Source: an optimization exercise on an open RTL-to-GDS flow (aim: small area). Production flows keep margins and buffers that such runs may drop.
The RTL was checked by simulation tests, not by an equivalence proof against the original design.
Power and IR drop assume default switching activity.

[design/flow/config.mk]
export PLATFORM = sky130hd
export DESIGN_NAME = serial_debug
export DESIGN_NICKNAME = serial_debug
export VERILOG_FILES = /design/flow/design.v
export SDC_FILE = /design/flow/constraint.sdc
export NUM_CORES = 4
export LEC_CHECK = 0
export ABC_AREA = 1
export CAP_MARGIN = 20
export CORE_MARGIN = 2
export CORE_UTILIZATION = 40
export SLEW_MARGIN = 20
[design/flow/constraint.sdc]
create_clock -name core_clock -period 30.0 [get_ports {i_clk}]
set_input_delay 6.0000 -clock core_clock [delete_from_list [all_inputs] [get_ports {i_clk}]]
set_output_delay 6.0000 -clock core_clock [all_outputs]
set_load 0.01 [all_outputs]
[design/flow/design.v]
`timescale 1ns/10ps
`default_nettype none
module serial_debug (
    input  wire        i_clk,
    input  wire        i_rst_n,
    input  wire        i_enable,            
    input  wire        i_frame_tick,
    input  wire        i_pixel_valid,
    input  wire [11:0] i_cpu_pc,
    input  wire [15:0] i_cpu_instr_count,
    input  wire        i_cpu_running,
    input  wire        i_pixel_strobe,
    input  wire [31:0] i_pixel_count,
    input  wire [9:0]  i_pixel_x,
    input  wire [9:0]  i_pixel_y,
    input  wire [2:0]  i_pixel_brightness,
    output logic       o_uart_tx
);
    localparam logic [3:0] PH_IDLE  = 4'd0;
    localparam logic [3:0] PH_PRE   = 4'd1;    
    localparam logic [3:0] PH_START = 4'd2;
    localparam logic [3:0] PH_STOP  = 4'd3;
    logic        r_tick_d, r_strobe_d;
    logic        r_freq, r_preq;
    logic [15:0] r_fcnt;             
    logic [15:0] r_pv_cnt;           
    logic [15:0] r_pv_lat;           
    logic [31:0] r_cnt;
    logic [9:0]  r_x, r_y;
    logic [2:0]  r_bri;
    logic        r_lact;             
    logic        r_lastc;            
    logic        r_src;              
    logic [4:0]  r_idx;              
    logic [3:0]  r_ph;
    logic [8:0]  r_cc;               
    wire tick_rise   = i_frame_tick & ~r_tick_d;
    wire strobe_rise = i_pixel_strobe & ~r_strobe_d;
    wire grant  = ~r_lact & (r_preq | r_freq);
    wire pgrant = ~r_lact & r_preq;
    wire fgrant = ~r_lact & r_freq & ~r_preq;
    function automatic logic [15:0] bcd_inc(input logic [15:0] v);
        logic c;
        c = 1'b1;
        for (int i = 0; i < 4; i++) begin
            if (c) begin
                if (v[4*i +: 4] == 4'd9) v[4*i +: 4] = 4'd0;
                else begin
                    v[4*i +: 4] = v[4*i +: 4] + 4'd1;
                    c = 1'b0;
                end
            end
        end
        bcd_inc = v;
    endfunction
    always_ff @(posedge i_clk) begin
        if (!i_rst_n) begin
            r_tick_d   <= 1'b0;
            r_strobe_d <= 1'b0;
            r_fcnt     <= 16'hFFFF;
            r_pv_cnt   <= 16'd0;
            r_freq     <= 1'b0;
            r_preq     <= 1'b0;
        end else begin
            r_tick_d   <= i_frame_tick;
            r_strobe_d <= i_pixel_strobe;
            if (tick_rise) begin
                r_fcnt   <= r_fcnt + 16'd1;
                r_pv_cnt <= {15'd0, i_pixel_valid};
            end else if (i_pixel_valid) begin
                r_pv_cnt <= bcd_inc(r_pv_cnt);
            end
            if (!i_enable)        r_freq <= 1'b0;
            else if (tick_rise)   r_freq <= 1'b1;
            else if (fgrant)      r_freq <= 1'b0;
            if (!i_enable)        r_preq <= 1'b0;
            else if (strobe_rise) r_preq <= 1'b1;
            else if (pgrant)      r_preq <= 1'b0;
        end
    end
    always_ff @(posedge i_clk) begin
        if (tick_rise)
            r_pv_lat <= r_pv_cnt;
        if (strobe_rise) begin
            r_cnt <= i_pixel_count;
            r_x   <= i_pixel_x;
            r_y   <= i_pixel_y;
            r_bri <= i_pixel_brightness;
        end
    end
    wire       bit_done = (r_cc == 9'd441);
    wire [4:0] last_idx = r_src ? 5'd24 : 5'd30;
    always_ff @(posedge i_clk) begin
        if (!i_rst_n) begin
            r_lact  <= 1'b0;
            r_lastc <= 1'b0;
            r_ph    <= PH_IDLE;
        end else begin
            if (grant)
                r_lact <= 1'b1;
            case (r_ph)
                PH_IDLE:  if (r_lact) r_ph <= PH_PRE;
                PH_PRE:   r_ph <= PH_START;
                PH_START: begin
                    if (r_cc == 9'd0 && !r_lastc && r_idx == last_idx) begin
                        r_lact  <= 1'b0;
                        r_lastc <= 1'b1;
                    end
                    if (bit_done) r_ph <= 4'd8;
                end
                PH_STOP:  if (bit_done) begin
                    r_ph    <= PH_IDLE;
                    r_lastc <= 1'b0;
                end
                default:  if (bit_done) r_ph <= (r_ph == 4'd15) ? PH_STOP : r_ph + 4'd1;
            endcase
        end
    end
    always_ff @(posedge i_clk) begin
        if (r_ph == PH_IDLE || r_ph == PH_PRE || bit_done)
            r_cc <= 9'd0;
        else
            r_cc <= r_cc + 9'd1;
        if (grant) begin
            r_src <= r_preq;
            r_idx <= 5'd0;
        end else if (r_ph == PH_STOP && bit_done && !r_lastc) begin
            r_idx <= r_idx + 5'd1;
        end
    end
    logic [59:0] ring;
    logic [2:0]  s4;
    wire       c0    = (r_ph == PH_START) & ~r_lastc & r_src & (r_idx == 5'd0);
    wire [4:0] k     = r_cc[4:0];
    wire       pconv = c0 & (r_cc[8:5] == 4'd0);                           
    wire       rot_a = c0 & (r_cc[8:4] == 5'b00010) & ~(r_cc[3] & r_cc[2]);  
    wire       xconv = c0 & (r_cc[8:4] == 5'b00100) & (r_cc[3:0] < 4'd10);  
    wire       rot_b = c0 & (r_cc[8:4] == 5'b00101) & ~(r_cc[3] & r_cc[2]);  
    wire       yconv = c0 & (r_cc[8:4] == 5'b00110) & (r_cc[3:0] < 4'd10);  
    wire       xyconv = xconv | yconv;
    logic is_dig;
    always_comb begin
        if (r_src)
            is_dig = (r_idx >= 5'd2 && r_idx <= 5'd6) || (r_idx >= 5'd10 && r_idx <= 5'd12) ||
                     (r_idx >= 5'd16 && r_idx <= 5'd18);
        else
            is_dig = (r_idx >= 5'd2 && r_idx <= 5'd5) || (r_idx >= 5'd10 && r_idx <= 5'd12) ||
                     (r_idx >= 5'd16 && r_idx <= 5'd19) || (r_idx >= 5'd23 && r_idx <= 5'd26);
    end
    wire rot_out = (r_ph == PH_STOP) & ~r_lastc & (r_cc[8:2] == 7'd0) & is_dig;
    wire grot    = rot_a | rot_b | rot_out;
    logic [4:0] g;
    always_comb begin
        g[0] = pconv | (xyconv & (k[3:0] >= 4'd2));
        g[1] = (pconv & (k >= 5'd4)) | (xyconv & (k[3:0] >= 4'd6));
        g[2] = (pconv & (k >= 5'd8)) | (xyconv & (k[3:0] >= 4'd9));
        g[3] = pconv & (k >= 5'd12);
        g[4] = pconv & (k >= 5'd16);
    end
    logic [19:0] a;
    always_comb begin
        for (int j = 0; j < 5; j++) begin
            logic [3:0] d;
            logic       d3, t;
            d = ring[4*j +: 4];
            d3 = (j == 2) ? (d[3] & pconv) : d[3];
            t = g[j] & (d3 | (d[2] & (d[1] | d[0])));
            a[4*j]     = d[0] ^ t;
            a[4*j + 1] = d[1] ^ (t & ~d[0]);
            a[4*j + 2] = t ? (d3 & d[0]) : d[2];
            a[4*j + 3] = d[3] | t;
        end
    end
    wire [59:0] sh = {ring[58:20], a, (grot ? ring[59] : pconv ? ring[35] : ring[11])};
    always_ff @(posedge i_clk) begin
        if (pgrant) begin
            ring <= {r_x, 2'b00, r_y, 2'b00, r_cnt, 4'b0000};
            s4   <= r_bri;
        end else if (fgrant) begin
            ring <= {r_pv_lat, r_fcnt, i_cpu_pc, i_cpu_instr_count};
            s4   <= {2'b00, i_cpu_running};
        end else begin
            if (grot)
                ring[59:36] <= sh[59:36];
            if (grot | pconv)
                ring[35:12] <= sh[35:12];
            if (grot | pconv | xyconv)
                ring[11:0]  <= sh[11:0];
        end
    end
    wire [2:0] b = r_ph[2:0];
    logic cb, dg, sp;
    always_comb begin
        cb = 1'b0; dg = 1'b0; sp = 1'b0;
        case ({r_src, r_idx, b})
            {1'b0, 5'd0, 3'd1}, {1'b0, 5'd0, 3'd2}, {1'b0, 5'd0, 3'd6}: cb = 1'b1;   
            {1'b0, 5'd1, 3'd1}, {1'b0, 5'd1, 3'd3}, {1'b0, 5'd1, 3'd4}, {1'b0, 5'd1, 3'd5}: cb = 1'b1;   
            {1'b0, 5'd2, 3'd0}, {1'b0, 5'd2, 3'd1}, {1'b0, 5'd2, 3'd2}, {1'b0, 5'd2, 3'd3},
            {1'b0, 5'd2, 3'd4}, {1'b0, 5'd2, 3'd5}, {1'b0, 5'd2, 3'd6}, {1'b0, 5'd2, 3'd7}: dg = 1'b1;
            {1'b0, 5'd3, 3'd0}, {1'b0, 5'd3, 3'd1}, {1'b0, 5'd3, 3'd2}, {1'b0, 5'd3, 3'd3},
            {1'b0, 5'd3, 3'd4}, {1'b0, 5'd3, 3'd5}, {1'b0, 5'd3, 3'd6}, {1'b0, 5'd3, 3'd7}: dg = 1'b1;
            {1'b0, 5'd4, 3'd0}, {1'b0, 5'd4, 3'd1}, {1'b0, 5'd4, 3'd2}, {1'b0, 5'd4, 3'd3},
            {1'b0, 5'd4, 3'd4}, {1'b0, 5'd4, 3'd5}, {1'b0, 5'd4, 3'd6}, {1'b0, 5'd4, 3'd7}: dg = 1'b1;
            {1'b0, 5'd5, 3'd0}, {1'b0, 5'd5, 3'd1}, {1'b0, 5'd5, 3'd2}, {1'b0, 5'd5, 3'd3},
            {1'b0, 5'd5, 3'd4}, {1'b0, 5'd5, 3'd5}, {1'b0, 5'd5, 3'd6}, {1'b0, 5'd5, 3'd7}: dg = 1'b1;
            {1'b0, 5'd6, 3'd5}: cb = 1'b1;   
            {1'b0, 5'd7, 3'd4}, {1'b0, 5'd7, 3'd6}: cb = 1'b1;   
            {1'b0, 5'd8, 3'd0}, {1'b0, 5'd8, 3'd1}, {1'b0, 5'd8, 3'd6}: cb = 1'b1;   
            {1'b0, 5'd9, 3'd1}, {1'b0, 5'd9, 3'd3}, {1'b0, 5'd9, 3'd4}, {1'b0, 5'd9, 3'd5}: cb = 1'b1;   
            {1'b0, 5'd10, 3'd0}, {1'b0, 5'd10, 3'd1}, {1'b0, 5'd10, 3'd2}, {1'b0, 5'd10, 3'd3},
            {1'b0, 5'd10, 3'd4}, {1'b0, 5'd10, 3'd5}, {1'b0, 5'd10, 3'd6}, {1'b0, 5'd10, 3'd7}: dg = 1'b1;
            {1'b0, 5'd11, 3'd0}, {1'b0, 5'd11, 3'd1}, {1'b0, 5'd11, 3'd2}, {1'b0, 5'd11, 3'd3},
            {1'b0, 5'd11, 3'd4}, {1'b0, 5'd11, 3'd5}, {1'b0, 5'd11, 3'd6}, {1'b0, 5'd11, 3'd7}: dg = 1'b1;
            {1'b0, 5'd12, 3'd0}, {1'b0, 5'd12, 3'd1}, {1'b0, 5'd12, 3'd2}, {1'b0, 5'd12, 3'd3},
            {1'b0, 5'd12, 3'd4}, {1'b0, 5'd12, 3'd5}, {1'b0, 5'd12, 3'd6}, {1'b0, 5'd12, 3'd7}: dg = 1'b1;
            {1'b0, 5'd13, 3'd5}: cb = 1'b1;   
            {1'b0, 5'd14, 3'd0}, {1'b0, 5'd14, 3'd3}, {1'b0, 5'd14, 3'd6}: cb = 1'b1;   
            {1'b0, 5'd15, 3'd1}, {1'b0, 5'd15, 3'd3}, {1'b0, 5'd15, 3'd4}, {1'b0, 5'd15, 3'd5}: cb = 1'b1;   
            {1'b0, 5'd16, 3'd0}, {1'b0, 5'd16, 3'd1}, {1'b0, 5'd16, 3'd2}, {1'b0, 5'd16, 3'd3},
            {1'b0, 5'd16, 3'd4}, {1'b0, 5'd16, 3'd5}, {1'b0, 5'd16, 3'd6}, {1'b0, 5'd16, 3'd7}: dg = 1'b1;
            {1'b0, 5'd17, 3'd0}, {1'b0, 5'd17, 3'd1}, {1'b0, 5'd17, 3'd2}, {1'b0, 5'd17, 3'd3},
            {1'b0, 5'd17, 3'd4}, {1'b0, 5'd17, 3'd5}, {1'b0, 5'd17, 3'd6}, {1'b0, 5'd17, 3'd7}: dg = 1'b1;
            {1'b0, 5'd18, 3'd0}, {1'b0, 5'd18, 3'd1}, {1'b0, 5'd18, 3'd2}, {1'b0, 5'd18, 3'd3},
            {1'b0, 5'd18, 3'd4}, {1'b0, 5'd18, 3'd5}, {1'b0, 5'd18, 3'd6}, {1'b0, 5'd18, 3'd7}: dg = 1'b1;
            {1'b0, 5'd19, 3'd0}, {1'b0, 5'd19, 3'd1}, {1'b0, 5'd19, 3'd2}, {1'b0, 5'd19, 3'd3},
            {1'b0, 5'd19, 3'd4}, {1'b0, 5'd19, 3'd5}, {1'b0, 5'd19, 3'd6}, {1'b0, 5'd19, 3'd7}: dg = 1'b1;
            {1'b0, 5'd20, 3'd5}: cb = 1'b1;   
            {1'b0, 5'd21, 3'd1}, {1'b0, 5'd21, 3'd2}, {1'b0, 5'd21, 3'd4}, {1'b0, 5'd21, 3'd6}: cb = 1'b1;   
            {1'b0, 5'd22, 3'd1}, {1'b0, 5'd22, 3'd3}, {1'b0, 5'd22, 3'd4}, {1'b0, 5'd22, 3'd5}: cb = 1'b1;   
            {1'b0, 5'd23, 3'd0}, {1'b0, 5'd23, 3'd1}, {1'b0, 5'd23, 3'd2}, {1'b0, 5'd23, 3'd3},
            {1'b0, 5'd23, 3'd4}, {1'b0, 5'd23, 3'd5}, {1'b0, 5'd23, 3'd6}, {1'b0, 5'd23, 3'd7}: dg = 1'b1;
            {1'b0, 5'd24, 3'd0}, {1'b0, 5'd24, 3'd1}, {1'b0, 5'd24, 3'd2}, {1'b0, 5'd24, 3'd3},
            {1'b0, 5'd24, 3'd4}, {1'b0, 5'd24, 3'd5}, {1'b0, 5'd24, 3'd6}, {1'b0, 5'd24, 3'd7}: dg = 1'b1;
            {1'b0, 5'd25, 3'd0}, {1'b0, 5'd25, 3'd1}, {1'b0, 5'd25, 3'd2}, {1'b0, 5'd25, 3'd3},
            {1'b0, 5'd25, 3'd4}, {1'b0, 5'd25, 3'd5}, {1'b0, 5'd25, 3'd6}, {1'b0, 5'd25, 3'd7}: dg = 1'b1;
            {1'b0, 5'd26, 3'd0}, {1'b0, 5'd26, 3'd1}, {1'b0, 5'd26, 3'd2}, {1'b0, 5'd26, 3'd3},
            {1'b0, 5'd26, 3'd4}, {1'b0, 5'd26, 3'd5}, {1'b0, 5'd26, 3'd6}, {1'b0, 5'd26, 3'd7}: dg = 1'b1;
            {1'b0, 5'd27, 3'd5}: cb = 1'b1;   
            {1'b0, 5'd28, 3'd0}, {1'b0, 5'd28, 3'd1}, {1'b0, 5'd28, 3'd2}, {1'b0, 5'd28, 3'd3},
            {1'b0, 5'd28, 3'd4}, {1'b0, 5'd28, 3'd5}, {1'b0, 5'd28, 3'd6}, {1'b0, 5'd28, 3'd7}: sp = 1'b1;
            {1'b0, 5'd29, 3'd0}, {1'b0, 5'd29, 3'd2}, {1'b0, 5'd29, 3'd3}: cb = 1'b1;   
            {1'b0, 5'd30, 3'd1}, {1'b0, 5'd30, 3'd3}: cb = 1'b1;   
            {1'b1, 5'd0, 3'd4}, {1'b1, 5'd0, 3'd6}: cb = 1'b1;   
            {1'b1, 5'd1, 3'd1}, {1'b1, 5'd1, 3'd3}, {1'b1, 5'd1, 3'd4}, {1'b1, 5'd1, 3'd5}: cb = 1'b1;   
            {1'b1, 5'd2, 3'd0}, {1'b1, 5'd2, 3'd1}, {1'b1, 5'd2, 3'd2}, {1'b1, 5'd2, 3'd3},
            {1'b1, 5'd2, 3'd4}, {1'b1, 5'd2, 3'd5}, {1'b1, 5'd2, 3'd6}, {1'b1, 5'd2, 3'd7}: dg = 1'b1;
            {1'b1, 5'd3, 3'd0}, {1'b1, 5'd3, 3'd1}, {1'b1, 5'd3, 3'd2}, {1'b1, 5'd3, 3'd3},
            {1'b1, 5'd3, 3'd4}, {1'b1, 5'd3, 3'd5}, {1'b1, 5'd3, 3'd6}, {1'b1, 5'd3, 3'd7}: dg = 1'b1;
            {1'b1, 5'd4, 3'd0}, {1'b1, 5'd4, 3'd1}, {1'b1, 5'd4, 3'd2}, {1'b1, 5'd4, 3'd3},
            {1'b1, 5'd4, 3'd4}, {1'b1, 5'd4, 3'd5}, {1'b1, 5'd4, 3'd6}, {1'b1, 5'd4, 3'd7}: dg = 1'b1;
            {1'b1, 5'd5, 3'd0}, {1'b1, 5'd5, 3'd1}, {1'b1, 5'd5, 3'd2}, {1'b1, 5'd5, 3'd3},
            {1'b1, 5'd5, 3'd4}, {1'b1, 5'd5, 3'd5}, {1'b1, 5'd5, 3'd6}, {1'b1, 5'd5, 3'd7}: dg = 1'b1;
            {1'b1, 5'd6, 3'd0}, {1'b1, 5'd6, 3'd1}, {1'b1, 5'd6, 3'd2}, {1'b1, 5'd6, 3'd3},
            {1'b1, 5'd6, 3'd4}, {1'b1, 5'd6, 3'd5}, {1'b1, 5'd6, 3'd6}, {1'b1, 5'd6, 3'd7}: dg = 1'b1;
            {1'b1, 5'd7, 3'd5}: cb = 1'b1;   
            {1'b1, 5'd8, 3'd3}, {1'b1, 5'd8, 3'd4}, {1'b1, 5'd8, 3'd6}: cb = 1'b1;   
            {1'b1, 5'd9, 3'd1}, {1'b1, 5'd9, 3'd3}, {1'b1, 5'd9, 3'd4}, {1'b1, 5'd9, 3'd5}: cb = 1'b1;   
            {1'b1, 5'd10, 3'd0}, {1'b1, 5'd10, 3'd1}, {1'b1, 5'd10, 3'd2}, {1'b1, 5'd10, 3'd3},
            {1'b1, 5'd10, 3'd4}, {1'b1, 5'd10, 3'd5}, {1'b1, 5'd10, 3'd6}, {1'b1, 5'd10, 3'd7}: dg = 1'b1;
            {1'b1, 5'd11, 3'd0}, {1'b1, 5'd11, 3'd1}, {1'b1, 5'd11, 3'd2}, {1'b1, 5'd11, 3'd3},
            {1'b1, 5'd11, 3'd4}, {1'b1, 5'd11, 3'd5}, {1'b1, 5'd11, 3'd6}, {1'b1, 5'd11, 3'd7}: dg = 1'b1;
            {1'b1, 5'd12, 3'd0}, {1'b1, 5'd12, 3'd1}, {1'b1, 5'd12, 3'd2}, {1'b1, 5'd12, 3'd3},
            {1'b1, 5'd12, 3'd4}, {1'b1, 5'd12, 3'd5}, {1'b1, 5'd12, 3'd6}, {1'b1, 5'd12, 3'd7}: dg = 1'b1;
            {1'b1, 5'd13, 3'd5}: cb = 1'b1;   
            {1'b1, 5'd14, 3'd0}, {1'b1, 5'd14, 3'd3}, {1'b1, 5'd14, 3'd4}, {1'b1, 5'd14, 3'd6}: cb = 1'b1;   
            {1'b1, 5'd15, 3'd1}, {1'b1, 5'd15, 3'd3}, {1'b1, 5'd15, 3'd4}, {1'b1, 5'd15, 3'd5}: cb = 1'b1;   
            {1'b1, 5'd16, 3'd0}, {1'b1, 5'd16, 3'd1}, {1'b1, 5'd16, 3'd2}, {1'b1, 5'd16, 3'd3},
            {1'b1, 5'd16, 3'd4}, {1'b1, 5'd16, 3'd5}, {1'b1, 5'd16, 3'd6}, {1'b1, 5'd16, 3'd7}: dg = 1'b1;
            {1'b1, 5'd17, 3'd0}, {1'b1, 5'd17, 3'd1}, {1'b1, 5'd17, 3'd2}, {1'b1, 5'd17, 3'd3},
            {1'b1, 5'd17, 3'd4}, {1'b1, 5'd17, 3'd5}, {1'b1, 5'd17, 3'd6}, {1'b1, 5'd17, 3'd7}: dg = 1'b1;
            {1'b1, 5'd18, 3'd0}, {1'b1, 5'd18, 3'd1}, {1'b1, 5'd18, 3'd2}, {1'b1, 5'd18, 3'd3},
            {1'b1, 5'd18, 3'd4}, {1'b1, 5'd18, 3'd5}, {1'b1, 5'd18, 3'd6}, {1'b1, 5'd18, 3'd7}: dg = 1'b1;
            {1'b1, 5'd19, 3'd5}: cb = 1'b1;   
            {1'b1, 5'd20, 3'd1}, {1'b1, 5'd20, 3'd6}: cb = 1'b1;   
            {1'b1, 5'd21, 3'd1}, {1'b1, 5'd21, 3'd3}, {1'b1, 5'd21, 3'd4}, {1'b1, 5'd21, 3'd5}: cb = 1'b1;   
            {1'b1, 5'd22, 3'd0}, {1'b1, 5'd22, 3'd1}, {1'b1, 5'd22, 3'd2}, {1'b1, 5'd22, 3'd3},
            {1'b1, 5'd22, 3'd4}, {1'b1, 5'd22, 3'd5}, {1'b1, 5'd22, 3'd6}, {1'b1, 5'd22, 3'd7}: sp = 1'b1;
            {1'b1, 5'd23, 3'd0}, {1'b1, 5'd23, 3'd2}, {1'b1, 5'd23, 3'd3}: cb = 1'b1;   
            {1'b1, 5'd24, 3'd1}, {1'b1, 5'd24, 3'd3}: cb = 1'b1;   
            default: ;
        endcase
    end
    wire [3:0] nib  = ring[43:40];
    wire       ge10 = nib[3] & (nib[2] | nib[1]);
    wire [3:0] lo   = ge10 ? nib + 4'd7 : nib;
    logic db;
    always_comb begin
        case (b)
            3'd0: db = lo[0];
            3'd1: db = lo[1];
            3'd2: db = lo[2];
            3'd3: db = lo[3];
            3'd4, 3'd5: db = ~ge10;
            3'd6: db = ge10;
            default: db = 1'b0;
        endcase
    end
    logic sb;
    always_comb begin
        if (r_src) begin
            case (b)
                3'd0: sb = s4[0];
                3'd1: sb = s4[1];
                3'd2: sb = s4[2];
                3'd4, 3'd5: sb = 1'b1;
                default: sb = 1'b0;
            endcase
        end else begin
            sb = s4[0] ? (b == 3'd1 || b == 3'd4 || b == 3'd6) : (b == 3'd1 || b == 3'd2 || b == 3'd3 || b == 3'd5);
        end
    end
    wire lf_bit = (b == 3'd1) || (b == 3'd3);    
    wire dbit   = r_lastc ? lf_bit : (cb | (dg & db) | (sp & sb));
    always_comb begin
        if (r_ph[3])
            o_uart_tx = dbit;
        else
            o_uart_tx = (r_ph != PH_START);
    end
endmodule
`default_nettype wire
[design/flow/flow/run.sh]
#!/bin/bash
# Standard layout with these changes in how it is made:
#  - synthesis: abc maps the logic with an area-only script, and adders are
#    left to abc instead of the ha/fa adder map (flip-flops untouched)
#  - port buffers use the smallest buffer cell
#  - the clock tree uses clkbuf_8 without dummy loads
set -e
HERE=$(pwd)
cp -r "$FLOW_HOME/scripts" "$HERE/scripts"
cp "$HERE/flow/abc_area.script" "$HERE/scripts/abc_area.script"
export SCRIPTS_DIR="$HERE/scripts"
export BUFFER_PORTS_ARGS="-buffer_cell sky130_fd_sc_hd__buf_1"
export CTS_ARGS="-sink_clustering_enable -repair_clock_nets -dont_use_dummy_load -buf_list sky130_fd_sc_hd__clkbuf_8"
bash standard.sh ADDER_MAP_FILE= finish > standard.log 2>&1
[design/flow/flow/abc_area.script]
strash
dch -f
map -a
strash
dch -f
map -a
strash
dch -f
map -a
topo
[design/flow/standard.sh]
#!/bin/bash
# synth_recipe.tcl (not shown) runs the flow's synth.tcl, then flattens the netlist and writes it again
# the make line also repeats each setting of config.mk as NAME=value (left out here)
make -C /OpenROAD-flow-scripts/flow DESIGN_CONFIG=/design/flow/config.mk WORK_HOME=/design/flow/orfs CLKGATE_MAP_FILE= SYNTH_SCRIPT=/design/flow/synth_recipe.tcl "${@:-finish}"
==> impl_metrics.tcl, run 1 <==
set metrics [dict create \
    status "complete, no violations" \
    final_common_cell "nor2_1" \
    final_util_pct 45.7 \
    port-buffer-count 90 \
    whs_ns 0.447 \
    tns_ns 0 \
    hold_viol_final 0 \
    postCtsSetupBuffers 0 \
    post_cts_resized 0 \
    synth-seq-cells 191 \
    worst_slew_pin_slew_ns 0.876 \
    dieArea_sq_mm 0.0218 \
    cp.arrival_ns 3.18 \
    finalCriticalPeriod_ns 9.18 \
    first_global_vias 6271 \
    grt.overflow.total 0 \
    grt_setup_unrepaired "false" \
    route.met3.wl_um 761 \
    fin_nets 1086 \
    synthDominantCellAreaShare_pct 46.1 \
    r2r_start "r_ph[1]" \
    async_reset_ff_share_pct 0 \
    ys_types 32 \
    synth_area_leaders "edfxtp_1, dfxtp_1, nor2_1" \
    hold_path_class "flop to flop" \
    drtAntennaViolNets 0 \
    ys.warnings.count 1 \
    critPathLaunchType "flop" \
    crit_type "flop to output port" \
    cts_buffers 17 \
    grt_antenna_before_repair 0 \
    maxSlewViolCount 0 \
    dp_cells 1247 \
    drtPass1Iterations 5 \
    critPathBufInv 4 \
    ioPinCount 91 \
    grt_start_max_net_pins 79 \
    antenna_cells 0 \
    drv_cap 0 \
    dieWidth_um 148 \
    route.met2.wl_um 9240 \
    syn_inst 879 \
    p_clk_share_pct 23.6 \
    vias 6588 \
    yosysSeqAreaShare_pct 61.6 \
    drive_gt1_share_pct 3.32 \
    finClkSkew_ns 0.0327 \
    fill_cells 1978 \
    final-setup-viol-count 0 \
    worst_path_max_delay_cell "dfxtp_1" \
    clkSinkCount 191 \
    peakVddDrop_uv 28.9 \
    max_stage_delay_ns 0.47 \
    slew_headroom_pct 41.5 \
    reg2reg_slack_ns 26.41 \
    first_iter_violations 484 \
    combPwrFrac_pct 16.4 \
    place_area_sq_mm 0.00902 \
    std_cell_rows 52 \
    die_height_um 148 \
    r2r_cells 13 \
    grt_usage_pct 18.1 \
    endpoint "o_uart_tx" \
    cp_cell_sequence "clkinv_1, nor2_1, clkinv_1, nand2_1, clkinv_1, o211ai_1, a21oi_1, a21oi_1, nor2_1, a221oi_1, nor2_1, o21ai_0, nand3_1, nand2_1, a21oi_1, buf_1" \
    routabilityCongestion 0.932 \
    pwr-share-seq_pct 60.0 \
    r2r_end "ring[10]" \
    design_area_sq_mm 0.00926 \
    htreeDepth 4 \
    synth.avg_cell_area_sq_um 9.41 \
    cts-hold-fix-buffers 0 \
    finalNonFillerCells 1264 \
    worstSkewPairLatency_ns 0.45 \
    root_buffer "clkbuf_8" \
    power_density_mw_per_mm2 58.0 \
    wl_met1_um 8920 \
    synth_flop_cell "edfxtp_1" \
    clockBufferDepth 2 \
    area_growth_pct 11.9 \
    via_per_inst 5.21 \
    crit_path_start "r_ph[1]" \
    leakagePower_nw 3.06 \
    p_sw_mw 0.148 \
    sw_frac_of_total_pct 27.6 \
    initial_core_util_pct 40.9 \
    fin_crit_sh_pct 30.6 \
    fmax_mhz 109 \
    p_int_mw 0.389 \
    cpLargestDelayFamily "compound AO/OA/AOI/OAI gates" \
    grt_pass1_wl_um 31300 \
    cts.reportedPaths.clkPinSlew_ns 0.08 \
    wl_per_cell_um 15.2 \
    top_layer "met4" \
    worstSetupPathDepth 16 \
    synth_edf_count 127 \
    cp-end-kind "output port" \
    final_cell_mix "nor2_1, edfxtp_1, clkinv_1" \
    drt_wl_total_um 19200 \
    crit_fanout 8 \
    synth.largest_area_cell "edfxtp_1" \
    synth.cell_area_sq_mm 0.00827 \
    cts_tree "yes" \
    required_ns 24.00 \
    coreArea_sq_mm 0.0202 \
    syn_nets 969 \
    dpl.hpwl_um 13400 \
    remaining_drc_errors 0 \
]
## cell usage after synthesis (3+ instances only)
cell / count
clkinv_1: 116
nand4_1: 3
nor3_1: 35
a211oi_1: 9
o21ai_0: 90
a221oi_1: 8
nor2_1: 166
edfxtp_1: 127
nand2_1: 99
a21oi_1: 67
o41ai_1: 3
nand3_1: 19
a31oi_1: 4
dfxtp_1: 64
o22ai_1: 37
o211ai_1: 6
o31ai_1: 3
## area by class of cell
cell class | count | area (sq um) | share of cell area (%)
clock buffer | 17 | 234 | 2.53
timing repair buffer | 99 | 405 | 4.38
sequential | 191 | 5090 | 55.0
tap | 270 | 338 | 3.65
multi-input combinational | 571 | 2750 | 29.7
inverter | 116 | 435 | 4.70
## registers in the layout (all words and copies together), names as in the netlist
signal,cells
r_idx,5
r_pv_cnt,16
r_x,10
r_ph,4
r_strobe_d,1
r_freq,1
r_y,10
r_pv_lat,16
r_cc,9
r_tick_d,1
ring,60
s4,3
r_lastc,1
r_src,1
r_lact,1
r_bri,3
r_fcnt,16
r_cnt,32
r_preq,1
## metal layers
metal | track usage [%] | up-vias
met5 | 0 | -
li1 | - | 3331
met4 | 4.66 | 0
met2 | 30.6 | 140
met1 | 24.0 | 3100
met3 | 3.27 | 17
## power by group through the flow
| stage | clock network, mW | logic (mW) | registers, mW |
|---|---|---|---|
| floorplan | 0 | 0.0620 | 0.324 |
| global placement | 0 | 0.0887 | 0.328 |
| detailed placement | 0 | 0.0885 | 0.328 |
| CTS | 0.132 | 0.0888 | 0.322 |
| global route | 0.140 | 0.102 | 0.325 |
| finish | 0.127 | 0.0882 | 0.322 |
## stage by stage
stage          setup WS, ns  power (mW)
5_1_grt               20.41       0.566
4_1_cts               20.82       0.543
2_1_floorplan         21.12       0.386
6_report              20.82       0.537
3_3_place_gp          21.39       0.416
3_5_place_dp          21.33       0.416
## logic make-up after synthesis
| logic type | count (synthesis) | synth area share, % |
|---|---|---|
| buf+inv | 117 | 5.31 |
| simple gates | 328 | 16.0 |
| compound gates | 241 | 16.9 |
| flops | 191 | 61.6 |
| xor+xnor | 2 | 0.212 |
## worst min path at each step
stage	from	end	slack (ns)	cells past startpoint
after floorplan	r_pv_cnt[4]	r_pv_lat[4]	0.42	0
after global placement	r_pv_cnt[4]	r_pv_lat[4]	0.43	0
after detailed placement	r_pv_cnt[4]	r_pv_lat[4]	0.43	0
after CTS	r_pv_cnt[4]	r_pv_lat[4]	0.45	0
after global routing	r_pv_cnt[4]	r_pv_lat[4]	0.46	0
final	r_pv_cnt[4]	r_pv_lat[4]	0.45	0
==> run 2: changes to the inputs <==
--- a/design/flow/design.v
+++ b/design/flow/design.v
@@ -39,19 +39,20 @@
     wire grant  = ~r_lact & (r_preq | r_freq);
     wire pgrant = ~r_lact & r_preq;
     wire fgrant = ~r_lact & r_freq & ~r_preq;
-    function automatic logic [15:0] bcd_inc(input logic [15:0] v);
-        logic c;
-        c = 1'b1;
+    function automatic logic [15:0] bcd_add1(input logic [15:0] v, input logic c);
+        logic [15:0] n;
         for (int i = 0; i < 4; i++) begin
-            if (c) begin
-                if (v[4*i +: 4] == 4'd9) v[4*i +: 4] = 4'd0;
-                else begin
-                    v[4*i +: 4] = v[4*i +: 4] + 4'd1;
-                    c = 1'b0;
-                end
-            end
+            logic [3:0] d;
+            logic       w;
+            d = v[4*i +: 4];
+            w = c & d[3] & d[0];
+            n[4*i]     = d[0] ^ c;
+            n[4*i + 1] = (d[1] ^ (c & d[0])) & ~w;
+            n[4*i + 2] = d[2] ^ (c & d[0] & d[1]);
+            n[4*i + 3] = (d[3] ^ (c & d[0] & d[1] & d[2])) & ~w;
+            c = w;
         end
-        bcd_inc = v;
+        bcd_add1 = n;
     endfunction
     always_ff @(posedge i_clk) begin
         if (!i_rst_n) begin
@@ -64,12 +65,11 @@
         end else begin
             r_tick_d   <= i_frame_tick;
             r_strobe_d <= i_pixel_strobe;
-            if (tick_rise) begin
-                r_fcnt   <= r_fcnt + 16'd1;
+            r_fcnt <= r_fcnt + {15'd0, tick_rise};
+            if (tick_rise)
                 r_pv_cnt <= {15'd0, i_pixel_valid};
-            end else if (i_pixel_valid) begin
-                r_pv_cnt <= bcd_inc(r_pv_cnt);
-            end
+            else
+                r_pv_cnt <= bcd_add1(r_pv_cnt, i_pixel_valid);
             if (!i_enable)        r_freq <= 1'b0;
             else if (tick_rise)   r_freq <= 1'b1;
             else if (fgrant)      r_freq <= 1'b0;
@@ -88,8 +88,8 @@
             r_bri <= i_pixel_brightness;
         end
     end
-    wire       bit_done = (r_cc == 9'd441);
-    wire [4:0] last_idx = r_src ? 5'd24 : 5'd30;
+    wire       bit_done = r_cc[8] & r_cc[7] & r_cc[5] & r_cc[4] & r_cc[3] & r_cc[0];   
+    wire       at_last  = r_idx[4] & r_idx[3] & (r_src | (r_idx[2] & r_idx[1]));   
     always_ff @(posedge i_clk) begin
         if (!i_rst_n) begin
             r_lact  <= 1'b0;
@@ -102,7 +102,7 @@
                 PH_IDLE:  if (r_lact) r_ph <= PH_PRE;
                 PH_PRE:   r_ph <= PH_START;
                 PH_START: begin
-                    if (r_cc == 9'd0 && !r_lastc && r_idx == last_idx) begin
+                    if (r_cc == 9'd0 && !r_lastc && at_last) begin
                         r_lact  <= 1'b0;
                         r_lastc <= 1'b1;
                     end
==> run 2 against run 1 <==
Compared with the run above: still clean on timing, DRC and antenna; clock power barely moved; sequential power up 2%; routed wire length decreased by 0.91%.
==> impl_metrics.tcl, run 2 <==
set metrics [dict create \
    required_ns 24.00 \
    grt_usage_pct 18.2 \
    crit_type "flop to output port" \
    min-delay-start "r_pv_cnt[7]" \
    clkSinkCount 191 \
    hold-path-endpoint "r_pv_lat[7]" \
    root_buffer "clkbuf_8" \
    synthDominantCellAreaShare_pct 46.8 \
    worstSkewPairLatency_ns 0.45 \
    async_reset_ff_share_pct 0 \
    cts_tree "yes" \
    dp_cells 1217 \
    syn_inst 850 \
    peakVddDrop_uv 32.0 \
    dieWidth_um 147 \
    hold_path_depth 0 \
    fin_crit_sh_pct 30.2 \
    finalNonFillerCells 1235 \
    max_stage_delay_ns 0.46 \
    path_common_cell "clkinv_1" \
    synth.cell_area_sq_mm 0.00814 \
    largest_reg_flops 60 \
    sw_frac_of_total_pct 28.0 \
    final_cell_mix "nor2_1, edfxtp_1, clkinv_1" \
    grt_pass1_wl_um 31000 \
    area_growth_pct 12.0 \
    pwr-share-seq_pct 59.8 \
    final-setup-viol-count 0 \
    grt_start_max_net_pins 41 \
    cp_cell_sequence "clkinv_1, nor2_1, clkinv_1, nor2_1, clkinv_1, o22a_2, o22ai_1, a31oi_1, o2111ai_1, nand2_1, a41oi_1, buf_1" \
    post_cts_resized 0 \
    finClkSkew_ns 0.0395 \
    route.met2.wl_um 8900 \
    leakagePower_nw 3.05 \
    tns_ns 0 \
    p_clk_share_pct 23.1 \
    multi_input_area_sq_mm 0.00268 \
    yosysMostFrequentCell "nor2_1" \
    top_layer "met4" \
    reg.largest.list "ring (60), r_cnt (32)" \
    synth_area_leaders "edfxtp_1, dfxtp_1, nor2_1" \
    synth.largest_area_cell "edfxtp_1" \
    first_global_vias 6175 \
    p_int_mw 0.394 \
    vias 6387 \
    drv_cap 0 \
    crit_fanout 7 \
    postCtsSetupBuffers 0 \
    coreArea_sq_mm 0.0201 \
    hold_viol_final 0 \
    p_sw_mw 0.153 \
    cp.arrival_ns 3.06 \
    routabilityCongestion 0.917 \
    first_iter_violations 415 \
    cts.reportedPaths.clkPinSlew_ns 0.07 \
    maxSlewViolCount 0 \
    critPathLaunchType "flop" \
    wl_per_cell_um 15.4 \
    ys_top_cells_by_count "nor2_1, edfxtp_1, clkinv_1, nand2_1, o21ai_0" \
    grt.overflow.total 0 \
    r2r_cells 7 \
    r2r_start "r_lact" \
    fill_cells 1921 \
    combPwrFrac_pct 17.1 \
    worst_slew_pin_slew_ns 0.925 \
    yosysSeqAreaShare_pct 62.6 \
    syn_nets 940 \
    ys_types 34 \
    reg2reg_slack_ns 26.28 \
    drive_gt1_share_pct 3.42 \
    drtAntennaViolNets 0 \
    fin_nets 1056 \
    clockBufferDepth 2 \
    dieArea_sq_mm 0.0215 \
    finalCriticalPeriod_ns 9.06 \
    wl_met1_um 8800 \
    synth.avg_cell_area_sq_um 9.58 \
    largest_register "ring" \
    dpl.hpwl_um 13500 \
    whs_ns 0.449 \
    route.met3.wl_um 823 \
    final_common_cell "nor2_1" \
    ioPinCount 91 \
    htreeDepth 4 \
    cts_buffers 17 \
    grt_antenna_before_repair 1 \
    port-buffer-count 90 \
    seq_area_sq_mm 0.00509 \
    r2r_end "ring[51]" \
    initial_core_util_pct 40.5 \
    die_height_um 147 \
    slew_headroom_pct 38.0 \
    drtPass1Iterations 6 \
    synth_edf_count 127 \
    remaining_drc_errors 0 \
    ys.warnings.count 1 \
    worst_path_max_delay_cell "dfxtp_1" \
    synth_flop_cell "edfxtp_1" \
    power_density_mw_per_mm2 60.0 \
    hold_path_class "flop to flop" \
    fmax_mhz 110 \
    grt_setup_unrepaired "false" \
    std_cell_rows 52 \
    cp-end-kind "output port" \
    drt_wl_total_um 19000 \
    status "complete, no violations" \
    final_util_pct 45.4 \
    via_per_inst 5.17 \
    cts-hold-fix-buffers 0 \
    synth-seq-cells 191 \
]
-- run 2: cell count changes after synthesis, sizes merged, moves of 3 or more --
| cell | change |
|---|---|
| o22ai | +3 |
| a221oi | -5 |
| nor3 | -3 |
| clkinv | -16 |
| o211ai | -3 |
| nand2 | -9 |
| a31oi | +4 |
| nand4 | +8 |
| o41ai | -3 |
-- run 2: critical path: cells and delay by family (launching register included) --
kind,cells,cell delay (ns)
and+or+nand+nor,3,0.53
AOI/OAI and AO/OA,5,0.92
buffers and inverters,4,0.75
DFF,1,0.46
-- run 2: metal layers --
layer,vias up,track usage [%]
li1,3264,-
met1,2955,24.2
met2,139,29.8
met3,29,3.70
met4,0,6.55
met5,-,0
-- run 2: how the worst max path moves through the flow --
stage | from | end | slack [ns] | cells after the start
after floorplan | i_pixel_strobe | r_bri[0] | 21.12 | 2
after global placement | r_ph[0] | o_uart_tx | 21.44 | 12
after detailed placement | r_ph[0] | o_uart_tx | 21.42 | 12
after CTS | r_ph[0] | o_uart_tx | 20.96 | 12
after global routing | r_ph[0] | o_uart_tx | 20.61 | 13
final | r_ph[0] | o_uart_tx | 20.94 | 12
-- run 2: layout make-up --
class	count	share of cell area (%)
Tap cell	270	3.70
Multi-Input combinational cell	558	29.4
Inverter	100	4.11
Sequential cell	191	55.8
Antenna cell	1	0.0274
Clock buffer	17	2.56
Timing Repair Buffer	98	4.36
-- run 2: power groups by stage --
stage	registers (mW)	clock network, mW	logic [mW]
5_1_grt	0.331	0.141	0.107
2_1_floorplan	0.329	0	0.0660
3_3_place_gp	0.333	0	0.0934
3_5_place_dp	0.333	0	0.0935
6_report	0.328	0.127	0.0935
4_1_cts	0.327	0.132	0.0941
-- run 2: logic make-up (layout without fill, tap and decap cells) --
family	after synthesis	in the layout	synth area share (%)
compound gates	234	234	16.4
other cells	0	1	0
simple gates	323	323	16.3
flops	191	191	62.6
xor+xnor	1	1	0.108
buf+inv	101	215	4.66
-- run 2: per-stage QoR --
step	worst slack [ns]	area [sq um]	total power, mW
global placement	21.44	8890	0.426
floorplan	21.12	8140	0.395
detailed placement	21.42	8890	0.427
global route	20.61	9120	0.578
CTS	20.96	9120	0.554
finish	20.94	9130	0.548
==> run 3: changes to the inputs <==
--- a/design/flow/design.v
+++ b/design/flow/design.v
@@ -29,7 +29,6 @@
     logic [9:0]  r_x, r_y;
     logic [2:0]  r_bri;
     logic        r_lact;             
-    logic        r_lastc;            
     logic        r_src;              
     logic [4:0]  r_idx;              
     logic [3:0]  r_ph;
@@ -89,11 +88,10 @@
         end
     end
     wire       bit_done = r_cc[8] & r_cc[7] & r_cc[5] & r_cc[4] & r_cc[3] & r_cc[0];   
-    wire       at_last  = r_idx[4] & r_idx[3] & (r_src | (r_idx[2] & r_idx[1]));   
+    wire       at_last  = r_idx[4] & r_idx[3] & r_idx[2] & r_idx[1];   
     always_ff @(posedge i_clk) begin
         if (!i_rst_n) begin
             r_lact  <= 1'b0;
-            r_lastc <= 1'b0;
             r_ph    <= PH_IDLE;
         end else begin
             if (grant)
@@ -102,35 +100,31 @@
                 PH_IDLE:  if (r_lact) r_ph <= PH_PRE;
                 PH_PRE:   r_ph <= PH_START;
                 PH_START: begin
-                    if (r_cc == 9'd0 && !r_lastc && at_last) begin
-                        r_lact  <= 1'b0;
-                        r_lastc <= 1'b1;
-                    end
+                    if (r_cc == 9'd0 && at_last)
+                        r_lact <= 1'b0;
                     if (bit_done) r_ph <= 4'd8;
                 end
-                PH_STOP:  if (bit_done) begin
-                    r_ph    <= PH_IDLE;
-                    r_lastc <= 1'b0;
-                end
+                PH_STOP:  if (bit_done) r_ph <= PH_IDLE;
                 default:  if (bit_done) r_ph <= (r_ph == 4'd15) ? PH_STOP : r_ph + 4'd1;
             endcase
         end
     end
+    wire nsrc = grant ? r_preq : r_src;    
     always_ff @(posedge i_clk) begin
         if (r_ph == PH_IDLE || r_ph == PH_PRE || bit_done)
             r_cc <= 9'd0;
         else
             r_cc <= r_cc + 9'd1;
-        if (grant) begin
+        if (grant)
             r_src <= r_preq;
-            r_idx <= 5'd0;
-        end else if (r_ph == PH_STOP && bit_done && !r_lastc) begin
+        if ((grant && r_ph == PH_IDLE) || (r_ph == PH_STOP && bit_done && at_last))
+            r_idx <= {2'b00, nsrc, nsrc, 1'b0};
+        else if (r_ph == PH_STOP && bit_done)
             r_idx <= r_idx + 5'd1;
-        end
     end
     logic [59:0] ring;
     logic [2:0]  s4;
-    wire       c0    = (r_ph == PH_START) & ~r_lastc & r_src & (r_idx == 5'd0);
+    wire       c0    = (r_ph == PH_START) & r_src & (r_idx == 5'd6);
     wire [4:0] k     = r_cc[4:0];
     wire       pconv = c0 & (r_cc[8:5] == 4'd0);                           
     wire       rot_a = c0 & (r_cc[8:4] == 5'b00010) & ~(r_cc[3] & r_cc[2]);  
@@ -141,13 +135,13 @@
     logic is_dig;
     always_comb begin
         if (r_src)
-            is_dig = (r_idx >= 5'd2 && r_idx <= 5'd6) || (r_idx >= 5'd10 && r_idx <= 5'd12) ||
-                     (r_idx >= 5'd16 && r_idx <= 5'd18);
+            is_dig = (r_idx >= 5'd8 && r_idx <= 5'd12) || (r_idx >= 5'd16 && r_idx <= 5'd18) ||
+                     (r_idx >= 5'd22 && r_idx <= 5'd24);
         else
             is_dig = (r_idx >= 5'd2 && r_idx <= 5'd5) || (r_idx >= 5'd10 && r_idx <= 5'd12) ||
                      (r_idx >= 5'd16 && r_idx <= 5'd19) || (r_idx >= 5'd23 && r_idx <= 5'd26);
     end
-    wire rot_out = (r_ph == PH_STOP) & ~r_lastc & (r_cc[8:2] == 7'd0) & is_dig;
+    wire rot_out = (r_ph == PH_STOP) & (r_cc[8:2] == 7'd0) & is_dig;
     wire grot    = rot_a | rot_b | rot_out;
     logic [4:0] g;
     always_comb begin
@@ -240,21 +234,12 @@
             {1'b0, 5'd28, 3'd4}, {1'b0, 5'd28, 3'd5}, {1'b0, 5'd28, 3'd6}, {1'b0, 5'd28, 3'd7}: sp = 1'b1;
             {1'b0, 5'd29, 3'd0}, {1'b0, 5'd29, 3'd2}, {1'b0, 5'd29, 3'd3}: cb = 1'b1;   
             {1'b0, 5'd30, 3'd1}, {1'b0, 5'd30, 3'd3}: cb = 1'b1;   
-            {1'b1, 5'd0, 3'd4}, {1'b1, 5'd0, 3'd6}: cb = 1'b1;   
-            {1'b1, 5'd1, 3'd1}, {1'b1, 5'd1, 3'd3}, {1'b1, 5'd1, 3'd4}, {1'b1, 5'd1, 3'd5}: cb = 1'b1;   
-            {1'b1, 5'd2, 3'd0}, {1'b1, 5'd2, 3'd1}, {1'b1, 5'd2, 3'd2}, {1'b1, 5'd2, 3'd3},
-            {1'b1, 5'd2, 3'd4}, {1'b1, 5'd2, 3'd5}, {1'b1, 5'd2, 3'd6}, {1'b1, 5'd2, 3'd7}: dg = 1'b1;
-            {1'b1, 5'd3, 3'd0}, {1'b1, 5'd3, 3'd1}, {1'b1, 5'd3, 3'd2}, {1'b1, 5'd3, 3'd3},
-            {1'b1, 5'd3, 3'd4}, {1'b1, 5'd3, 3'd5}, {1'b1, 5'd3, 3'd6}, {1'b1, 5'd3, 3'd7}: dg = 1'b1;
-            {1'b1, 5'd4, 3'd0}, {1'b1, 5'd4, 3'd1}, {1'b1, 5'd4, 3'd2}, {1'b1, 5'd4, 3'd3},
-            {1'b1, 5'd4, 3'd4}, {1'b1, 5'd4, 3'd5}, {1'b1, 5'd4, 3'd6}, {1'b1, 5'd4, 3'd7}: dg = 1'b1;
-            {1'b1, 5'd5, 3'd0}, {1'b1, 5'd5, 3'd1}, {1'b1, 5'd5, 3'd2}, {1'b1, 5'd5, 3'd3},
-            {1'b1, 5'd5, 3'd4}, {1'b1, 5'd5, 3'd5}, {1'b1, 5'd5, 3'd6}, {1'b1, 5'd5, 3'd7}: dg = 1'b1;
-            {1'b1, 5'd6, 3'd0}, {1'b1, 5'd6, 3'd1}, {1'b1, 5'd6, 3'd2}, {1'b1, 5'd6, 3'd3},
-            {1'b1, 5'd6, 3'd4}, {1'b1, 5'd6, 3'd5}, {1'b1, 5'd6, 3'd6}, {1'b1, 5'd6, 3'd7}: dg = 1'b1;
-            {1'b1, 5'd7, 3'd5}: cb = 1'b1;   
-            {1'b1, 5'd8, 3'd3}, {1'b1, 5'd8, 3'd4}, {1'b1, 5'd8, 3'd6}: cb = 1'b1;   
-            {1'b1, 5'd9, 3'd1}, {1'b1, 5'd9, 3'd3}, {1'b1, 5'd9, 3'd4}, {1'b1, 5'd9, 3'd5}: cb = 1'b1;   
+            {1'b1, 5'd6, 3'd4}, {1'b1, 5'd6, 3'd6}: cb = 1'b1;   
+            {1'b1, 5'd7, 3'd1}, {1'b1, 5'd7, 3'd3}, {1'b1, 5'd7, 3'd4}, {1'b1, 5'd7, 3'd5}: cb = 1'b1;   
+            {1'b1, 5'd8, 3'd0}, {1'b1, 5'd8, 3'd1}, {1'b1, 5'd8, 3'd2}, {1'b1, 5'd8, 3'd3},
+            {1'b1, 5'd8, 3'd4}, {1'b1, 5'd8, 3'd5}, {1'b1, 5'd8, 3'd6}, {1'b1, 5'd8, 3'd7}: dg = 1'b1;
+            {1'b1, 5'd9, 3'd0}, {1'b1, 5'd9, 3'd1}, {1'b1, 5'd9, 3'd2}, {1'b1, 5'd9, 3'd3},
+            {1'b1, 5'd9, 3'd4}, {1'b1, 5'd9, 3'd5}, {1'b1, 5'd9, 3'd6}, {1'b1, 5'd9, 3'd7}: dg = 1'b1;
             {1'b1, 5'd10, 3'd0}, {1'b1, 5'd10, 3'd1}, {1'b1, 5'd10, 3'd2}, {1'b1, 5'd10, 3'd3},
             {1'b1, 5'd10, 3'd4}, {1'b1, 5'd10, 3'd5}, {1'b1, 5'd10, 3'd6}, {1'b1, 5'd10, 3'd7}: dg = 1'b1;
             {1'b1, 5'd11, 3'd0}, {1'b1, 5'd11, 3'd1}, {1'b1, 5'd11, 3'd2}, {1'b1, 5'd11, 3'd3},
@@ -262,7 +247,7 @@
             {1'b1, 5'd12, 3'd0}, {1'b1, 5'd12, 3'd1}, {1'b1, 5'd12, 3'd2}, {1'b1, 5'd12, 3'd3},
             {1'b1, 5'd12, 3'd4}, {1'b1, 5'd12, 3'd5}, {1'b1, 5'd12, 3'd6}, {1'b1, 5'd12, 3'd7}: dg = 1'b1;
             {1'b1, 5'd13, 3'd5}: cb = 1'b1;   
-            {1'b1, 5'd14, 3'd0}, {1'b1, 5'd14, 3'd3}, {1'b1, 5'd14, 3'd4}, {1'b1, 5'd14, 3'd6}: cb = 1'b1;   
+            {1'b1, 5'd14, 3'd3}, {1'b1, 5'd14, 3'd4}, {1'b1, 5'd14, 3'd6}: cb = 1'b1;   
             {1'b1, 5'd15, 3'd1}, {1'b1, 5'd15, 3'd3}, {1'b1, 5'd15, 3'd4}, {1'b1, 5'd15, 3'd5}: cb = 1'b1;   
             {1'b1, 5'd16, 3'd0}, {1'b1, 5'd16, 3'd1}, {1'b1, 5'd16, 3'd2}, {1'b1, 5'd16, 3'd3},
             {1'b1, 5'd16, 3'd4}, {1'b1, 5'd16, 3'd5}, {1'b1, 5'd16, 3'd6}, {1'b1, 5'd16, 3'd7}: dg = 1'b1;
@@ -271,12 +256,21 @@
             {1'b1, 5'd18, 3'd0}, {1'b1, 5'd18, 3'd1}, {1'b1, 5'd18, 3'd2}, {1'b1, 5'd18, 3'd3},
             {1'b1, 5'd18, 3'd4}, {1'b1, 5'd18, 3'd5}, {1'b1, 5'd18, 3'd6}, {1'b1, 5'd18, 3'd7}: dg = 1'b1;
             {1'b1, 5'd19, 3'd5}: cb = 1'b1;   
-            {1'b1, 5'd20, 3'd1}, {1'b1, 5'd20, 3'd6}: cb = 1'b1;   
+            {1'b1, 5'd20, 3'd0}, {1'b1, 5'd20, 3'd3}, {1'b1, 5'd20, 3'd4}, {1'b1, 5'd20, 3'd6}: cb = 1'b1;   
             {1'b1, 5'd21, 3'd1}, {1'b1, 5'd21, 3'd3}, {1'b1, 5'd21, 3'd4}, {1'b1, 5'd21, 3'd5}: cb = 1'b1;   
             {1'b1, 5'd22, 3'd0}, {1'b1, 5'd22, 3'd1}, {1'b1, 5'd22, 3'd2}, {1'b1, 5'd22, 3'd3},
-            {1'b1, 5'd22, 3'd4}, {1'b1, 5'd22, 3'd5}, {1'b1, 5'd22, 3'd6}, {1'b1, 5'd22, 3'd7}: sp = 1'b1;
-            {1'b1, 5'd23, 3'd0}, {1'b1, 5'd23, 3'd2}, {1'b1, 5'd23, 3'd3}: cb = 1'b1;   
-            {1'b1, 5'd24, 3'd1}, {1'b1, 5'd24, 3'd3}: cb = 1'b1;   
+            {1'b1, 5'd22, 3'd4}, {1'b1, 5'd22, 3'd5}, {1'b1, 5'd22, 3'd6}, {1'b1, 5'd22, 3'd7}: dg = 1'b1;
+            {1'b1, 5'd23, 3'd0}, {1'b1, 5'd23, 3'd1}, {1'b1, 5'd23, 3'd2}, {1'b1, 5'd23, 3'd3},
+            {1'b1, 5'd23, 3'd4}, {1'b1, 5'd23, 3'd5}, {1'b1, 5'd23, 3'd6}, {1'b1, 5'd23, 3'd7}: dg = 1'b1;
+            {1'b1, 5'd24, 3'd0}, {1'b1, 5'd24, 3'd1}, {1'b1, 5'd24, 3'd2}, {1'b1, 5'd24, 3'd3},
+            {1'b1, 5'd24, 3'd4}, {1'b1, 5'd24, 3'd5}, {1'b1, 5'd24, 3'd6}, {1'b1, 5'd24, 3'd7}: dg = 1'b1;
+            {1'b1, 5'd25, 3'd5}: cb = 1'b1;   
+            {1'b1, 5'd26, 3'd1}, {1'b1, 5'd26, 3'd6}: cb = 1'b1;   
+            {1'b1, 5'd27, 3'd1}, {1'b1, 5'd27, 3'd3}, {1'b1, 5'd27, 3'd4}, {1'b1, 5'd27, 3'd5}: cb = 1'b1;   
+            {1'b1, 5'd28, 3'd0}, {1'b1, 5'd28, 3'd1}, {1'b1, 5'd28, 3'd2}, {1'b1, 5'd28, 3'd3},
+            {1'b1, 5'd28, 3'd4}, {1'b1, 5'd28, 3'd5}, {1'b1, 5'd28, 3'd6}, {1'b1, 5'd28, 3'd7}: sp = 1'b1;
+            {1'b1, 5'd29, 3'd0}, {1'b1, 5'd29, 3'd2}, {1'b1, 5'd29, 3'd3}: cb = 1'b1;   
+            {1'b1, 5'd30, 3'd1}, {1'b1, 5'd30, 3'd3}: cb = 1'b1;   
             default: ;
         endcase
     end
@@ -309,8 +303,7 @@
             sb = s4[0] ? (b == 3'd1 || b == 3'd4 || b == 3'd6) : (b == 3'd1 || b == 3'd2 || b == 3'd3 || b == 3'd5);
         end
     end
-    wire lf_bit = (b == 3'd1) || (b == 3'd3);    
-    wire dbit   = r_lastc ? lf_bit : (cb | (dg & db) | (sp & sb));
+    wire dbit = cb | (dg & db) | (sp & sb);
     always_comb begin
         if (r_ph[3])
             o_uart_tx = dbit;
==> run 3 against run 2 <==
Compared with the run above: worst setup slack improved by 0.22 ns; critical path type unchanged; largest cell class unchanged; synthesized cell count decreased by 1.2%; cell area decreased by 0.85%.
==> impl_metrics.tcl, run 3 <==
set metrics [dict create \
    die_height_um 146 \
    dieArea_sq_mm 0.0213 \
    crit_type "flop to output port" \
    drtPass1Iterations 5 \
    drtAntennaViolNets 0 \
    synth.largest_area_cell "edfxtp_1" \
    coreArea_sq_mm 0.0197 \
    worst_slew_pin_slew_ns 1.03 \
    grt_pass1_wl_um 30600 \
    finClkSkew_ns 0.0225 \
    vias 6224 \
    port-buffer-count 90 \
    syn_nets 930 \
    peakVddDrop_uv 30.6 \
    synth.cell_area_sq_mm 0.00808 \
    initial_core_util_pct 41.1 \
    tns_ns 0 \
    slew_headroom_pct 31.3 \
    via_per_inst 5.11 \
    hold_path_class "flop to flop" \
    seq_area_sq_mm 0.00508 \
    dp_cells 1202 \
    power_density_mw_per_mm2 59.6 \
    synth-seq-cells 190 \
    grt.overflow.total 0 \
    grt_start_max_net_pins 52 \
    syn_inst 840 \
    antenna_cells 0 \
    clkSinkCount 190 \
    synth_edf_count 128 \
    grt_setup_unrepaired "false" \
    synth_area_leaders "edfxtp_1, dfxtp_1, nor2_1" \
    largest_register "ring" \
    routabilityCongestion 0.883 \
    ys.warnings.count 1 \
    fmax_mhz 113 \
    fill_cells 1945 \
    cts_buffers 17 \
    gr-usage-met1_pct 24.0 \
    synth_flop_cell "edfxtp_1" \
    fin_crit_sh_pct 29.5 \
    ys_top_cells_by_count "nor2_1, edfxtp_1, nand2_1, clkinv_1, o21ai_0" \
    leakagePower_nw 3.01 \
    hold_viol_final 0 \
    std_cell_rows 51 \
    first_global_vias 6102 \
    worstSkewPairLatency_ns 0.46 \
    wl_per_cell_um 15.2 \
    drt_wl_total_um 18500 \
    cts_tree "yes" \
    grtUsageMet2_pct 29.8 \
    cts.reportedPaths.clkPinSlew_ns 0.08 \
    finalCriticalPeriod_ns 8.84 \
    grt_antenna_before_repair 0 \
    first_iter_violations 459 \
    drv_cap 0 \
    postCtsSetupBuffers 0 \
    ioPinCount 91 \
    final_cell_mix "nor2_1, edfxtp_1, nand2_1" \
    finalNonFillerCells 1219 \
    synthDominantCellAreaShare_pct 47.6 \
    area_growth_pct 12.0 \
    top_usage_layer "met2" \
    yosysMostFrequentCell "nor2_1" \
    crit_fanout 9 \
    drive_gt1_share_pct 3.46 \
    ys_types 33 \
    required_ns 24.00 \
    yosysSeqAreaShare_pct 62.9 \
    multi_input_area_sq_mm 0.00264 \
    remaining_drc_errors 0 \
    synth.avg_cell_area_sq_um 9.62 \
    final_common_cell "nor2_1" \
    cp.arrival_ns 2.84 \
    reg.largest.list "ring (60), r_cnt (32)" \
    status "complete, no violations" \
    post_cts_resized 0 \
    grt_usage_pct 17.9 \
    largest_reg_flops 60 \
    cp-end-kind "output port" \
    final-setup-viol-count 0 \
    grtUsageMet3_pct 2.78 \
    critPathLaunchType "flop" \
    maxSlewViolCount 0 \
    dieWidth_um 146 \
    cts-hold-fix-buffers 0 \
    fin_nets 1046 \
    clockBufferDepth 2 \
    dpl.hpwl_um 12600 \
    root_buffer "clkbuf_8" \
    htreeDepth 4 \
    async_reset_ff_share_pct 0 \
]
-- run 3: layout make-up --
| class | count | area share (%) |
|---|---|---|
| inverter | 99 | 4.11 |
| timing repair buffer | 97 | 4.31 |
| sequential | 190 | 56.2 |
| clock buffer | 17 | 2.59 |
| multi-input combinational | 551 | 29.1 |
| tap | 265 | 3.66 |
-- run 3: final timing paths --
check	cells past startpoint	to	slack, ns	startpoint
max	13	o_uart_tx	21.16	r_ph[1]
min	0	r_pv_lat[3]	0.45	r_pv_cnt[3]
max reg2reg	14	ring[10]	25.93	r_idx[2]
min reg2reg	0	r_pv_lat[3]	0.45	r_pv_cnt[3]
-- run 3: routing by layer --
layer / vias up / wire length [um]
li1: 3206 / -
met1: 2863 / 8750
met2: 131 / 8800
met3: 24 / 653
met4: 0 / 307
met5: - / 0
-- run 3: logic make-up after synthesis --
family,Yosys count,synth area share (%)
compound gates,235,16.6
xor+xnor,2,0.217
buf+inv,99,4.60
flops,190,62.9
simple gates,314,15.6
-- run 3: where the power goes --
| part | internal, mW | switching (mW) | total [mW] |
|---|---|---|---|
| Combinational | 0.0300 | 0.0562 | 0.0862 |
| Sequential | 0.309 | 0.0163 | 0.326 |
| Clock | 0.0502 | 0.0774 | 0.128 |
| Total | 0.390 | 0.150 | 0.540 |
-- run 3: critical path, cell delays in order (launching register included) --
cell	delay [ns]
dfxtp_1	0.51
clkinv_1	0.26
nor2_1	0.20
clkinv_1	0.13
nand2_1	0.08
nand2_1	0.08
clkinv_1	0.09
nor3_1	0.05
o31ai_1	0.09
o21ai_0	0.13
a22o_2	0.22
o41ai_1	0.29
a31oi_1	0.13
buf_1	0.15
-- run 3: metrics by stage --
step | power, mW | cell area [sq um] | hold slack [ns] | setup slack [ns] | utilization [%]
finish | 0.540 | 9050 | 0.445 | 21.16 | 46.0
detailed placement | 0.418 | 8810 | 0.426 | 21.41 | 44.8
global placement | 0.417 | 8810 | 0.420 | 21.50 | 44.8
global route | 0.571 | 9050 | 0.463 | 20.82 | 46.0
CTS | 0.545 | 9050 | 0.446 | 21.14 | 46.0
floorplan | 0.388 | 8080 | 0.416 | 21.12 | -
==> run 4: changes to the inputs <==
--- a/design/flow/flow/run.sh
+++ b/design/flow/flow/run.sh
@@ -1,6 +1,6 @@
 #!/bin/bash
 # Standard layout with these changes in how it is made:
-#  - synthesis: abc maps the logic with an area-only script, and adders are
+#  - synthesis: abc restructures the logic (deepsyn) and maps it for area; adders are
 #    left to abc instead of the ha/fa adder map (flip-flops untouched)
 #  - port buffers use the smallest buffer cell
 #  - the clock tree uses clkbuf_8 without dummy loads
==> design/flow/flow/abc_area.script (replaced) <==
strash
&get -n
&deepsyn -T 20
&put
dch -f
map -a
strash
dch -f
map -a
topo
==> run 4 against run 3 <==
Compared with the run above: clock-buffer cell count stayed put; first-iteration DRC count fell by 18%; worst setup slack worse by 0.22 ns; utilization shrank 0.36 points; largest cell class unchanged; highest routed layer unchanged.
==> impl_metrics.tcl, run 4 <==
set metrics [dict create \
    maxSlewViolCount 0 \
    grt_antenna_before_repair 0 \
    final_common_cell "nor2_1" \
    power_density_mw_per_mm2 60.9 \
    area_growth_pct 12.4 \
    synth_edf_count 128 \
    fill_cells 1910 \
    dieArea_sq_mm 0.0208 \
    crit_fanout 7 \
    tns_ns 0 \
    synth_area_leaders "edfxtp_1, dfxtp_1, nor2_1" \
    crit_path_start "r_ph[1]" \
    place_ws_ns 21.10 \
    yosysMostFrequentCell "nor2_1" \
    peakVddDrop_uv 30.4 \
    clkSinkCount 190 \
    first_global_vias 5623 \
    cp.arrival_ns 3.06 \
    drtAntennaViolNets 0 \
    htreeDepth 4 \
    r2r_start "r_ph[0]" \
    leakagePower_nw 3.03 \
    largest_reg_flops 60 \
    crit_type "flop to output port" \
    async_reset_ff_share_pct 0 \
    hold_path_class "flop to flop" \
    drive_gt1_share_pct 3.64 \
    routabilityCongestion 0.849 \
    final_cell_mix "nor2_1, edfxtp_1, nand2_1" \
    cts.reportedPaths.clkPinSlew_ns 0.09 \
    drtPass1Iterations 4 \
    synth.largest_area_cell "edfxtp_1" \
    drt_wl_total_um 17800 \
    slew_headroom_pct 30.6 \
    worstSkewPairLatency_ns 0.45 \
    hold_viol_final 0 \
    synth_flop_cell "edfxtp_1" \
    initial_core_util_pct 40.6 \
    finClkSkew_ns 0.0214 \
    largest_register "ring" \
    grt_usage_pct 17.7 \
    dieWidth_um 144 \
    cp-end-kind "output port" \
    cts_buffers 17 \
    fin_nets 998 \
    dpl.hpwl_um 12300 \
    wl_per_cell_um 15.2 \
    post_cts_resized 0 \
    ys.warnings.count 1 \
    worst_slew_pin_slew_ns 1.04 \
    synthDominantCellAreaShare_pct 48.8 \
    final-setup-viol-count 0 \
    port-buffer-count 90 \
    grt_pass1_wl_um 28200 \
    grt_start_max_net_pins 41 \
    coreArea_sq_mm 0.0194 \
    fin_crit_sh_pct 30.2 \
    drv_cap 0 \
    synth-seq-cells 190 \
    syn_inst 791 \
    syn_nets 881 \
    postCtsSetupBuffers 0 \
    clockBufferDepth 2 \
    first_iter_violations 377 \
    vias 5922 \
    synth.avg_cell_area_sq_um 9.97 \
    critPathLaunchType "flop" \
    root_buffer "clkbuf_8" \
    finalCriticalPeriod_ns 9.06 \
    required_ns 24.00 \
    cts-hold-fix-buffers 0 \
    antenna_cells 0 \
    cts_tree "yes" \
    ys_types 33 \
    std_cell_rows 51 \
    grt.overflow.total 0 \
    yosysSeqAreaShare_pct 64.5 \
    setup_ws_ns 20.94 \
    die_height_um 144 \
    fmax_mhz 110 \
    reg.largest.list "ring (60), r_cnt (32)" \
    min-delay-start "r_pv_cnt[11]" \
    status "complete, no violations" \
    grt_setup_unrepaired "false" \
    via_per_inst 5.06 \
    ioPinCount 91 \
    synth.cell_area_sq_mm 0.00788 \
    remaining_drc_errors 0 \
    ys_top_cells_by_count "nor2_1, edfxtp_1, nand2_1, clkinv_1, o21ai_0" \
]
==> run 4: kinds of logic after synthesis <==
logic type             synth area share [%]
AND/OR/NAND/NOR                        15.5
flip-flops                             64.5
AO/OA/AOI/OAI                          15.3
buffers and inverters                  4.52
XOR/XNOR                              0.222
==> run 4: worst paths after layout <==
check                      end  slack [ns]  depth (start not counted)
hold reg to reg   r_pv_lat[11]        0.44                          0
hold / removal    r_pv_lat[11]        0.44                          0
setup reg to reg       ring[6]       26.26                         15
setup / recovery     o_uart_tx       20.94                         11
==> run 4: worst max-delay path, cell delays in order, from the launching register on <==
cell and delay, ns:
dfxtp_1 0.45, clkinv_1 0.24, nor2_1 0.32, clkinv_1 0.18
nor2_1 0.39, clkinv_1 0.16, o21ai_0 0.17, a22oi_1 0.08
a21oi_1 0.18, nor2_1 0.06, a32oi_1 0.21, buf_1 0.18
==> run 4: routing by layer <==
metal	routed length, um	global-route usage [%]	vias to the layer above	share of wire, %
met5	0	0	-	0
met4	259	5.21	0	1.5
met3	725	3.64	19	4.1
met2	8600	29.2	131	48
met1	8260	23.6	2736	46
li1	-	-	3036	-
==> run 4: where the power goes <==
group	total [mW]	switching [mW]	leakage [nW]	internal [mW]
registers	0.322	0.0157	1.72	0.307
clock network	0.127	0.0764	0.122	0.0502
logic	0.0906	0.0611	1.18	0.0295
==> run 4: stage by stage <==
stage | utilization, % | hold slack [ns] | std cells | total power [mW] | instance area [sq um]
3_3_place_gp | 44.5 | 0.422 | 1154 | 0.419 | 8630
2_1_floorplan | - | 0.416 | 791 | 0.387 | 7880
6_report | 45.7 | 0.444 | 1171 | 0.540 | 8860
4_1_cts | 45.7 | 0.448 | 1171 | 0.544 | 8860
5_1_grt | 45.7 | 0.464 | 1171 | 0.569 | 8860
3_5_place_dp | 44.5 | 0.428 | 1154 | 0.419 | 8630
==> run 4: final cells by class <==
cell class / count / area, sq um / area share, %
multi-input combinational: 506 / 2450 / 27.7
timing repair buffer: 98 / 398 / 4.49
sequential: 190 / 5080 / 57.4
inverter: 95 / 357 / 4.02
clock buffer: 17 / 234 / 2.64
tap: 265 / 332 / 3.74

[static timing again, ports no longer ideal]
No port has a modelled driver above. Below, the same layouts with a new extraction and two added sets of constraints.
Step 1, drivers: a clkbuf_16 drives i_clk and a buf_2 each remaining input, both assumed.
Step 2 adds t to the input delays and takes it off the output delays; t is the mean of the earliest and latest rising clock arrival at the registers after step 1. Input paths then give back, and output paths get back, about the clock's delay inside the block.
Slacks: no drivers / after step 1 / after step 2; pairs: no drivers / after step 1.
run | t (ns) | setup WS [ns] | worst slew at a driven data input, ns
run 1 | 0.474 | 20.815 / 20.776 / 21.250 | 0.06
run 2 | 0.476 | 20.937 / 20.894 / 21.370 | 0.07
run 3 | 0.492 | 21.161 / 21.120 / 21.407 | 0.05
run 4 | 0.482 | 20.942 / 20.904 / 21.076 | 0.05
After both steps every run listed still meets setup and hold.
